What follows belongs to an exercise in optimizing a design on an open flow for small area; a production flow would make more cautious choices. RTL that was checked went through simulation tests only; none was proved equivalent to the original. No functional check of the RTL was part of run 2. No activity file was given, so power comes from the tool's default toggle rates.

[design/flow/config.mk]
export PLATFORM = sky130hd
export DESIGN_NAME = real_mem_to_reg
export DESIGN_NICKNAME = real_mem_to_reg
export VERILOG_FILES = /design/flow/design.v
export SDC_FILE = /design/flow/constraint.sdc
export NUM_CORES = 4
export LEC_CHECK = 0
export CAP_MARGIN = 20
export CORE_MARGIN = 2
export CORE_UTILIZATION = 35
export SLEW_MARGIN = 20
[design/flow/constraint.sdc]
create_clock -name core_clock -period 8.0 [get_ports {CLK}]
set_input_delay 1.6000 -clock core_clock [delete_from_list [all_inputs] [get_ports {CLK}]]
set_output_delay 1.6000 -clock core_clock [all_outputs]
set_load 0.01 [all_outputs]
[design/flow/design.v]
module real_mem_to_reg #(
    parameter int DATA_W = 16,
    parameter int MEM_AW = 7,
    parameter int REG_AW = 4
) (
    input  logic              CLK,
    input  logic              RESET_N,
    input  logic [DATA_W-1:0] AData,
    input  logic              MemWrite,
    input  logic [DATA_W-1:0] MemData,
    input  logic              IRWrite,
    input  logic [DATA_W-1:0] IRData,
    input  logic              RegWrite,
    output logic [DATA_W-1:0] AccOut
);
    localparam int MEM_DEPTH = 2 ** MEM_AW;
    localparam int REG_DEPTH = 2 ** REG_AW;
    logic [REG_AW-1:0] ir;
    logic [DATA_W-1:0] mem  [MEM_DEPTH];
    logic [MEM_DEPTH-1:0] mem_vld;
    logic [DATA_W-1:0] regs [REG_DEPTH];
    logic [REG_DEPTH-1:0] reg_vld;
    logic [MEM_AW-1:0] mem_addr;
    logic [DATA_W-1:0] mem_out;
    logic              mem_out_vld;
    assign mem_addr    = AData[MEM_AW-1:0];
    assign mem_out     = mem[mem_addr];
    assign mem_out_vld = mem_vld[mem_addr];
    assign AccOut      = regs[ir] & {DATA_W{reg_vld[ir]}};
    always_ff @(posedge CLK or negedge RESET_N) begin
        if (!RESET_N) begin
            ir <= '0;
        end else if (IRWrite) begin
            ir <= IRData[REG_AW-1:0];
        end
    end
    always_ff @(posedge CLK) begin
        for (int i = 0; i < MEM_DEPTH; i++) begin
            if (MemWrite && mem_addr == MEM_AW'(i)) mem[i] <= MemData;
        end
    end
    always_ff @(posedge CLK or negedge RESET_N) begin
        if (!RESET_N) begin
            mem_vld <= '0;
        end else begin
            for (int i = 0; i < MEM_DEPTH; i++) begin
                if (MemWrite && mem_addr == MEM_AW'(i)) mem_vld[i] <= 1'b1;
            end
        end
    end
    always_ff @(posedge CLK) begin
        for (int i = 0; i < REG_DEPTH; i++) begin
            if (RegWrite && ir == REG_AW'(i)) regs[i] <= mem_out;
        end
    end
    always_ff @(posedge CLK or negedge RESET_N) begin
        if (!RESET_N) begin
            reg_vld <= '0;
        end else begin
            for (int i = 0; i < REG_DEPTH; i++) begin
                if (RegWrite && ir == REG_AW'(i)) reg_vld[i] <= mem_out_vld;
            end
        end
    end
endmodule
[design/flow/run.sh]
#!/bin/bash
# synth_recipe.tcl (not shown) runs the flow's synth.tcl, then flattens the netlist and writes it again
# the make line also repeats each setting of config.mk as NAME=value (left out here)
make -C /OpenROAD-flow-scripts/flow DESIGN_CONFIG=/design/flow/config.mk WORK_HOME=/design/flow/orfs CLKGATE_MAP_FILE= SYNTH_SCRIPT=/design/flow/synth_recipe.tcl finish
==> impl_metrics.csv, run 1 <==
group,metric,value,unit
worst_hold_path,min_path_type,"flip-flop to flip-flop",
clock_tree,ctsResizeCount,0,
placed_design,dpl.hpwl,277,mm
sta,hold_viol,0,
clock_tree,tritoncts,"yes",
sta,fin_crit,6.35,ns
logic_synthesis,synthesis.area,0.0910,mm²
setup_path,worstSetupPathType,"input pin to flip-flop",
setup_path,crit_family,"compound AO/OA/AOI/OAI gates",
outcome,status,"complete, no violations",
floorplanning,coreArea,0.259,mm²
setup_path,worstSetupEndpointType,"flip-flop",
logic_synthesis,syn-mean-instance-area,17.8,µm²
global_route,grt_max_degree,90,
sta,finalClockSkew,0.124,ns
global_route,grt_pass1_wl,571,mm
power_and_ir_drop,netSwitchingFraction,23.5,%
setup_path,start_kind,"input pin",
logic_synthesis,ys_warn_count,3,
setup_path,cp.required,8.76,ns
clock_tree,clk_pin_slew,0.06,ns
routing,dr_wl_met3,79.9,mm
logic_synthesis,async_flop_share,6.04,%
routing,drc,0,
logic_synthesis,synth-seq-area-share,80.1,%
logic_synthesis,synthDistinctLibCells,73,
routing,viasPerCell,6.98,
power_and_ir_drop,ir_drop,249,µV
sta,worst_slew_pin_slew,1.37,ns
routing,top_layer,"met5",
final_layout,stdcell_count,9137,
power_and_ir_drop,pwr-share-clk,41.4,%
final_layout,final_nets,5551,
sta,drv_slew,0,
sta,setup_ws,1.65,ns
floorplanning,start_util,35.1,%
clock_tree,hold_buffers,0,
placed_design,place.gp.congestion,1.07,
floorplanning,fp.dieH,514,µm
power_and_ir_drop,powerDensity,257,mW/mm²
sta,fmax,0.157,GHz
setup_path,cp.depth,10,
placed_design,dp_slack,1.43,ns
clock_tree,numClockSinks,2452,
power_and_ir_drop,share_seq_of_total_power,52.7,%
sta,holdWs,0.462,ns
job,maxCapViolCount,0,
power_and_ir_drop,intPower,20.9,mW
placed_design,postPlaceCellArea,0.0982,mm²
setup_path,critical_path_arrival,7.11,ns
power_and_ir_drop,power_switching,6.41,mW
logic_synthesis,synth_seq_cells,2452,
floorplanning,ios,69,
final_layout,final_util,40.9,%
routing,first_pass_iters,7,
final_layout,final_layout_size_suffix_gt1_share,19.9,%
logic_synthesis,synth_nets,5172,
global_route,antenna_found_initial,47,
global_route,grt_pass1_vias,56700,
floorplanning,die-area,0.264,mm²
global_route,track_usage,33.0,%
logic_synthesis,synth_top_flop_cell,"edfxtp_1",
clock_tree,cts_buffer_depth,3,
setup_path,critPathBufInv,4,
placed_design,io_buffers,47,
power_and_ir_drop,p_comb_share,5.9,%
setup_path,r2r.worst_path.cells,6,
routing,ant_nets,0,
logic_synthesis,syn_inst,5119,
power_and_ir_drop,power,27.3,mW
floorplanning,rows,187,
routing,vias,63800,
clock_tree,numCtsBuffers,236,
sta,tns,0,ns
global_route,grt_overflow,0,
clock_tree,clock_latency,0.97,ns
routing,dr_wl_met2,179,mm
power_and_ir_drop,power.leakage,34.1,nW
setup_path,cpPeakStageDelay,1.15,ns
clock_tree,post_cts_buffers,0,
worst_hold_path,hold_depth,1,
sta,maxSlewHeadroom,8.26,%
routing,drtIter0Drc,14800,
clock_tree,cts_root_buf,"clkbuf_16",
routing,wl_per_cell,49.0,µm
setup_path,cp_slowest_cell,"nor4b_4",
final_layout,final_area,0.106,mm²
routing,finalWirelength,448,mm
setup_path,crit_path_cell_trace,"buf_2 > buf_4 > nor4b_4 > buf_12 > a222oi_1 > o22ai_1 > nor2_1 > and3_1 > a21oi_1 > buf_4",
logic_synthesis,synth-edff-count,2304,
placed_design,placed_cells,8657,
setup_path,critPathMaxFanout,37,
sta,period_share,79.4,%
routing,wl_met1,145,mm
sta,grt_setup_unrepaired,"false",
setup_path,cp_common_cell,"buf_4",
floorplanning,die_w,514,µm
final_layout,synthToLayoutAreaGrowth,16.6,%
sta,setup_viol,0,
clock_tree,h-tree-depth,4,
## state kept, by name, summed over array words and instances, names as in the netlist
signal / count
ir: 4
regs: 256
mem_vld: 128
reg_vld: 16
mem: 2048
## placed cells by master, fill, tap and decap left out, drive strengths merged, types with 6 or more instances in the layout
cell           count
edfxtp          2304
a22oi            719
buf              428
clkbuf           312
nor2             204
dfrtp            148
o22ai            143
or2              128
and3             118
clkinv           104
nand2            102
a22o              96
a21oi             88
a222oi            82
a221oi            77
nand3             76
nand4             75
a32oi             60
nor4              43
nor3              40
mux4              37
diode             33
mux2              32
a31oi             27
or4               24
clkdlybuf4s50     22
o21ai             19
and2              17
o211ai            13
bufinv            13
mux2i             11
a2111oi           11
inv               10
a32o               9
o32a               9
nor2b              9
clkinvlp           7
nand3b             6
## kinds of logic after synthesis
group / Yosys count / share of synthesized area [%]
flip-flops: 2452 / 80.1
AO/OA/AOI/OAI: 1380 / 11.5
AND/OR/NAND/NOR: 894 / 5.39
buffers and inverters: 313 / 1.60
multiplexers: 80 / 1.43
## power groups by stage
stage / registers [mW] / clock network (mW) / logic, mW
after floorplan: 14.6 / 0 / 0.620
after global placement: 14.6 / 0 / 1.48
after detailed placement: 14.7 / 0 / 1.51
after CTS: 14.4 / 11.2 / 1.51
after global routing: 14.4 / 11.7 / 1.59
final: 14.4 / 11.3 / 1.60
## cell type report
cell class | instances | area [µm²]
antenna | 33 | 82.6
multi-input combinational | 2354 | 17300
tap | 3402 | 4260
sequential | 2452 | 72900
timing repair buffer | 451 | 3800
clock buffer | 311 | 6480
fill | 23000 | 153000
inverter | 3 | 11.3
clock inverter | 131 | 1260
## worst reg2reg max path: cells and delay by family (launching register included)
family / cells / cell delay (ns)
and+or+nand+nor: 2 / 1.57
DFF: 1 / 0.36
AOI/OAI and AO/OA: 4 / 1.59
## cells in the mapped netlist (4+ instances only)
cell type | n | area, µm²
edfxtp_1 | 2304 | 69200
a22oi_1 | 719 | 5400
nor2_1 | 203 | 762
dfrtp_1 | 148 | 3700
clkbuf_1 | 147 | 552
o22ai_1 | 143 | 895
or2_2 | 128 | 801
and3_1 | 118 | 738
buf_2 | 104 | 521
nand2_1 | 102 | 383
a22o_1 | 96 | 841
a21oi_1 | 88 | 440
a222oi_1 | 82 | 821
a221oi_1 | 77 | 674
nand3_1 | 76 | 380
nand4_1 | 74 | 463
a32oi_1 | 60 | 526
nor4_1 | 43 | 269
nor3_1 | 40 | 200
mux4_2 | 37 | 833
buf_1 | 32 | 120
mux2_2 | 32 | 360
a31oi_1 | 26 | 163
or4_1 | 24 | 180
and2_1 | 17 | 106
o21ai_0 | 17 | 85.1
buf_4 | 15 | 113
o211ai_1 | 13 | 97.6
mux2i_1 | 11 | 110
buf_6 | 10 | 113
a2111oi_0 | 9 | 78.8
a32o_1 | 9 | 90.1
nor2b_1 | 9 | 56.3
o32a_1 | 9 | 90.1
nand3b_1 | 6 | 45.0
nand2b_1 | 5 | 31.3
nor4bb_1 | 5 | 50.1
o2111ai_1 | 5 | 43.8
o221ai_1 | 5 | 43.8
o22a_1 | 5 | 43.8
nand4bb_1 | 4 | 45.0
or4b_2 | 4 | 40.0
## routing by layer
layer | track usage (%) | vias to the layer above
met5 | 0.183 | -
met4 | 25.9 | 20
met3 | 16.1 | 1815
met2 | 44.9 | 7310
met1 | 39.7 | 32400
li1 | - | 22300
## path summary, 6_finish.rpt
path / startpoint / to / slack [ns]
worst min-delay path: mem_vld[9] / mem_vld[9] / 0.46
worst min register to register: mem_vld[9] / mem_vld[9] / 0.46
worst max register to register: mem[105][1] / regs[6][1] / 4.09
min in group asynchronous: RESET_N / mem_vld[39] / 0.70
max in group asynchronous: RESET_N / mem_vld[9] / 5.84
worst max-delay path: AData[2] / regs[2][14] / 1.65
==> run 2, diff against run 1 <==
==> design/flow/design.v (replaced) <==
module real_mem_to_reg #(
    parameter int DATA_W = 16,
    parameter int MEM_AW = 7,
    parameter int REG_AW = 4
) (
    input  logic              CLK,
    input  logic              RESET_N,
    input  logic [DATA_W-1:0] AData,
    input  logic              MemWrite,
    input  logic [DATA_W-1:0] MemData,
    input  logic              IRWrite,
    input  logic [DATA_W-1:0] IRData,
    input  logic              RegWrite,
    output logic [DATA_W-1:0] AccOut
);
    localparam int MEM_DEPTH = 2 ** MEM_AW;
    localparam int REG_DEPTH = 2 ** REG_AW;
    logic [DATA_W-1:0] ir;
    logic [DATA_W-1:0] mem  [MEM_DEPTH];
    logic [DATA_W-1:0] regs [REG_DEPTH];
    logic [MEM_AW-1:0] mem_addr;
    logic [REG_AW-1:0] reg_idx;
    logic [DATA_W-1:0] mem_out;
    logic unused_bits;
    assign unused_bits = ^{AData[DATA_W-1:MEM_AW], ir[DATA_W-1:REG_AW]};
    assign mem_addr = AData[MEM_AW-1:0];
    assign reg_idx  = ir[REG_AW-1:0];
    assign mem_out  = mem[mem_addr];
    assign AccOut   = regs[reg_idx];
    always_ff @(posedge CLK or negedge RESET_N) begin
        if (!RESET_N) begin
            ir <= '0;
        end else if (IRWrite) begin
            ir <= IRData;
        end
    end
    always_ff @(posedge CLK or negedge RESET_N) begin
        if (!RESET_N) begin
            for (int i = 0; i < MEM_DEPTH; i++) begin
                mem[i] <= '0;
            end
        end else if (MemWrite) begin
            mem[mem_addr] <= MemData;
        end
    end
    always_ff @(posedge CLK or negedge RESET_N) begin
        if (!RESET_N) begin
            for (int i = 0; i < REG_DEPTH; i++) begin
                regs[i] <= '0;
            end
        end else if (RegWrite) begin
            regs[reg_idx] <= mem_out;
        end
    end
endmodule
==> impl_metrics.csv, run 2 <==
group,metric,value,unit
outcome,status,"complete, no violations",
setup_path,r2r_slack,3.79,ns
final_layout,top_register,"mem",
sta,setup_viol,0,
sta,setup_ws,1.90,ns
logic_synthesis,ys_top_cells_by_area,"dfrtp_1, mux2_2, a22oi_1, nand3_1, clkbuf_1",
clock_tree,post_cts_buffers,0,
power_and_ir_drop,power.leakage,53.9,nW
floorplanning,fp.dieH,549,µm
global_route,track_usage,32.2,%
logic_synthesis,async_flop_share,100,%
setup_path,start_kind,"input pin",
power_and_ir_drop,powerDensity,233,mW/mm²
setup_path,worstSetupEndpointType,"flip-flop",
job,maxCapViolCount,0,
final_layout,reg.largest.list,"mem x2048, regs x256, ir x4",
power_and_ir_drop,power,27.5,mW
routing,wl_per_cell,40.2,µm
sta,fin_crit,6.10,ns
final_layout,layout_commonest_cell,"dfrtp_1",
clock_tree,hold_buffers,0,
placed_design,placed_cells,11900,
sta,drv_slew,0,
final_layout,stdcell_count,12400,
setup_path,rr_startpoint,"mem[28][7]",
sta,finalClockSkew,0.0958,ns
sta,hold_viol,0,
routing,first_pass_iters,8,
logic_synthesis,synth-seq-area-share,55.5,%
setup_path,worstReg2RegEnd,"regs[11][7]",
routing,viasPerCell,6.79,
logic_synthesis,synth_nets,8392,
logic_synthesis,syn-mean-instance-area,12.5,µm²
final_layout,largest_reg_flops,2048,
logic_synthesis,synth_area_leader_cell,"dfrtp_1",
global_route,grt_pass1_wl,674,mm
floorplanning,coreArea,0.296,mm²
placed_design,postPlaceCellArea,0.110,mm²
logic_synthesis,synth_top_flop_cell,"dfrtp_1",
floorplanning,die-area,0.302,mm²
final_layout,fillerInstances,27800,
clock_tree,numCtsBuffers,240,
sta,period_share,76.3,%
floorplanning,die_w,549,µm
floorplanning,rows,200,
setup_path,cp.required,8.77,ns
logic_synthesis,synthDistinctLibCells,77,
logic_synthesis,synthDominantCellAreaShare,55.5,%
placed_design,place.gp.congestion,1.01,
final_layout,final_area,0.118,mm²
routing,finalWirelength,498,mm
floorplanning,ios,69,
final_layout,synthToLayoutAreaGrowth,13.6,%
placed_design,dp_slack,1.38,ns
logic_synthesis,synth_seq_cells,2308,
setup_path,critPathMaxFanout,27,
placed_design,dpl.hpwl,301,mm
setup_path,worstSetupPathType,"input pin to flip-flop",
sta,tns,0,ns
sta,worst_slew_pin_slew,1.40,ns
logic_synthesis,syn_inst,8339,
logic_synthesis,synth.most_common_cell,"dfrtp_1",
placed_design,io_buffers,47,
sta,maxSlewHeadroom,6.95,%
clock_tree,h-tree-depth,4,
clock_tree,cts_buffer_depth,4,
floorplanning,start_util,35.1,%
clock_tree,ctsResizeCount,0,
logic_synthesis,ys_warn_count,3,
clock_tree,clk_pin_slew,0.06,ns
final_layout,final_layout_size_suffix_gt1_share,36.5,%
worst_hold_path,hold_depth,2,
logic_synthesis,synth-edff-count,0,
global_route,antenna_found_initial,59,
routing,drc,0,
worst_hold_path,min_to,"regs[12][15]",
worst_hold_path,holdCritStartpoint,"regs[12][15]",
sta,holdWs,0.479,ns
global_route,grt_overflow,0,
final_layout,final_nets,8280,
setup_path,critical_path_arrival,6.87,ns
routing,ant_nets,0,
sta,grt_setup_unrepaired,"false",
clock_tree,cts_root_buf,"clkbuf_16",
sta,fmax,0.164,GHz
clock_tree,tritoncts,"yes",
clock_tree,numClockSinks,2308,
logic_synthesis,ys_top_cells_by_count,"dfrtp_1, mux2_2, nand3_1",
routing,vias,84100,
setup_path,r2r.worst_path.cells,8,
final_layout,final_util,39.9,%
final_layout,mostFrequentLayoutCells,"dfrtp_1, mux2_2, nand3_1, a22oi_1, buf_4",
logic_synthesis,synthesis.area,0.104,mm²
clock_tree,clock_latency,0.98,ns
global_route,grt_max_degree,186,
routing,drtIter0Drc,13900,
worst_hold_path,min_path_type,"flip-flop to flip-flop",
power_and_ir_drop,ir_drop,198,µV
global_route,grt_pass1_vias,78800,
## run 2: changes by cell type in the layout (fill, tap and decap cells not counted), sizes merged, moves of 135 or more
cell    change
a22oi     -247
dfrtp    +2160
edfxtp   -2304
mux2     +2038
nand2     +285
nand3     +628
nand4     +135
## run 2: logic make-up (layout without fill, tap and decap cells)
kind of cell	Yosys count	in the layout	synth area share (%)
DFF	2308	2308	55.5
muxes	2090	2090	22.6
and+or+nand+nor	1803	1803	9.12
AOI/OAI and AO/OA	1297	1297	9.23
buffers and inverters	839	899	3.51
xor gates and xnor gates	2	2	0.0168
other	0	36	0
## run 2: worst max-delay path by stage
stage	from	end	slack [ns]	depth (start not counted)
global route	AData[6]	regs[10][0]	2.12	10
CTS	AData[6]	regs[3][2]	2.31	10
detailed placement	AData[6]	regs[3][2]	1.38	10
global placement	AData[4]	mem[20][13]	1.19	8
floorplan	AData[3]	regs[10][4]	3.43	15
finish	AData[6]	regs[3][2]	1.90	10
## run 2: layout make-up
| type | instances | area [µm²] | share of cell area, % |
|---|---|---|---|
| clock buffer | 343 | 6870 | 5.82 |
| sequential | 2308 | 57800 | 48.9 |
| antenna | 36 | 90.1 | 0.0762 |
| tap | 3939 | 4930 | 4.17 |
| timing repair buffer | 481 | 4390 | 3.71 |
| multi-input combinational | 5192 | 43400 | 36.7 |
| inverter | 4 | 15.0 | 0.0127 |
| clock inverter | 71 | 703 | 0.595 |
## run 2: metal layers
metal | track usage (%) | wire, µm
met3 | 15.2 | 75700
met1 | 39.5 | 178000
met5 | 1.09 | 327
met4 | 23.9 | 44900
met2 | 43.8 | 198000
## run 2: where the power goes
group	total (mW)	switching (mW)	internal, mW
clock	11.2	4.97	6.20
combinational	2.83	1.74	1.08
sequential	13.5	0.637	12.8
total	27.5	7.35	20.1
## run 2: worst max-delay path, cell delays in order
cell and delay [ns]:
buf_2 0.84, buf_4 0.40, nand3b_1 0.18, buf_4 0.56, buf_4 0.37, a21oi_1 0.11, a2111oi_0 0.74, nand4_1 0.62
nor4_4 1.09, o31ai_1 0.21

## static timing again, ports no longer ideal
How much do the figures lean on ideal ports? The routed layouts below were timed once more, with nothing changed but the port constraints. Step 1, drivers: a clkbuf_16 drives CLK and a buf_2 each remaining input, both assumed. Step 2 moves the port delays by t, midway between the first and last clock arrival at a register: inputs arrive t later, outputs are due t later. That takes back most of the time a late clock gives input paths. a / b / c = ideal ports / drivers / drivers and shift; a / b = the first two.
run | shift t [ns] | slack for setup (ns) | worst data-port slew with drivers (ns) | pins driven straight from the clock port
run 1 | 1.010 | 1.646 / 1.721 / 0.711 | 0.06 | 1
run 2 | 1.043 | 1.899 / 1.866 / 0.822 | 0.15 | 1
After both steps every run listed still meets setup and hold. The setup slack of run 2, which loses most, moves by -0.033 ns with the drivers and by -1.077 ns with both steps.
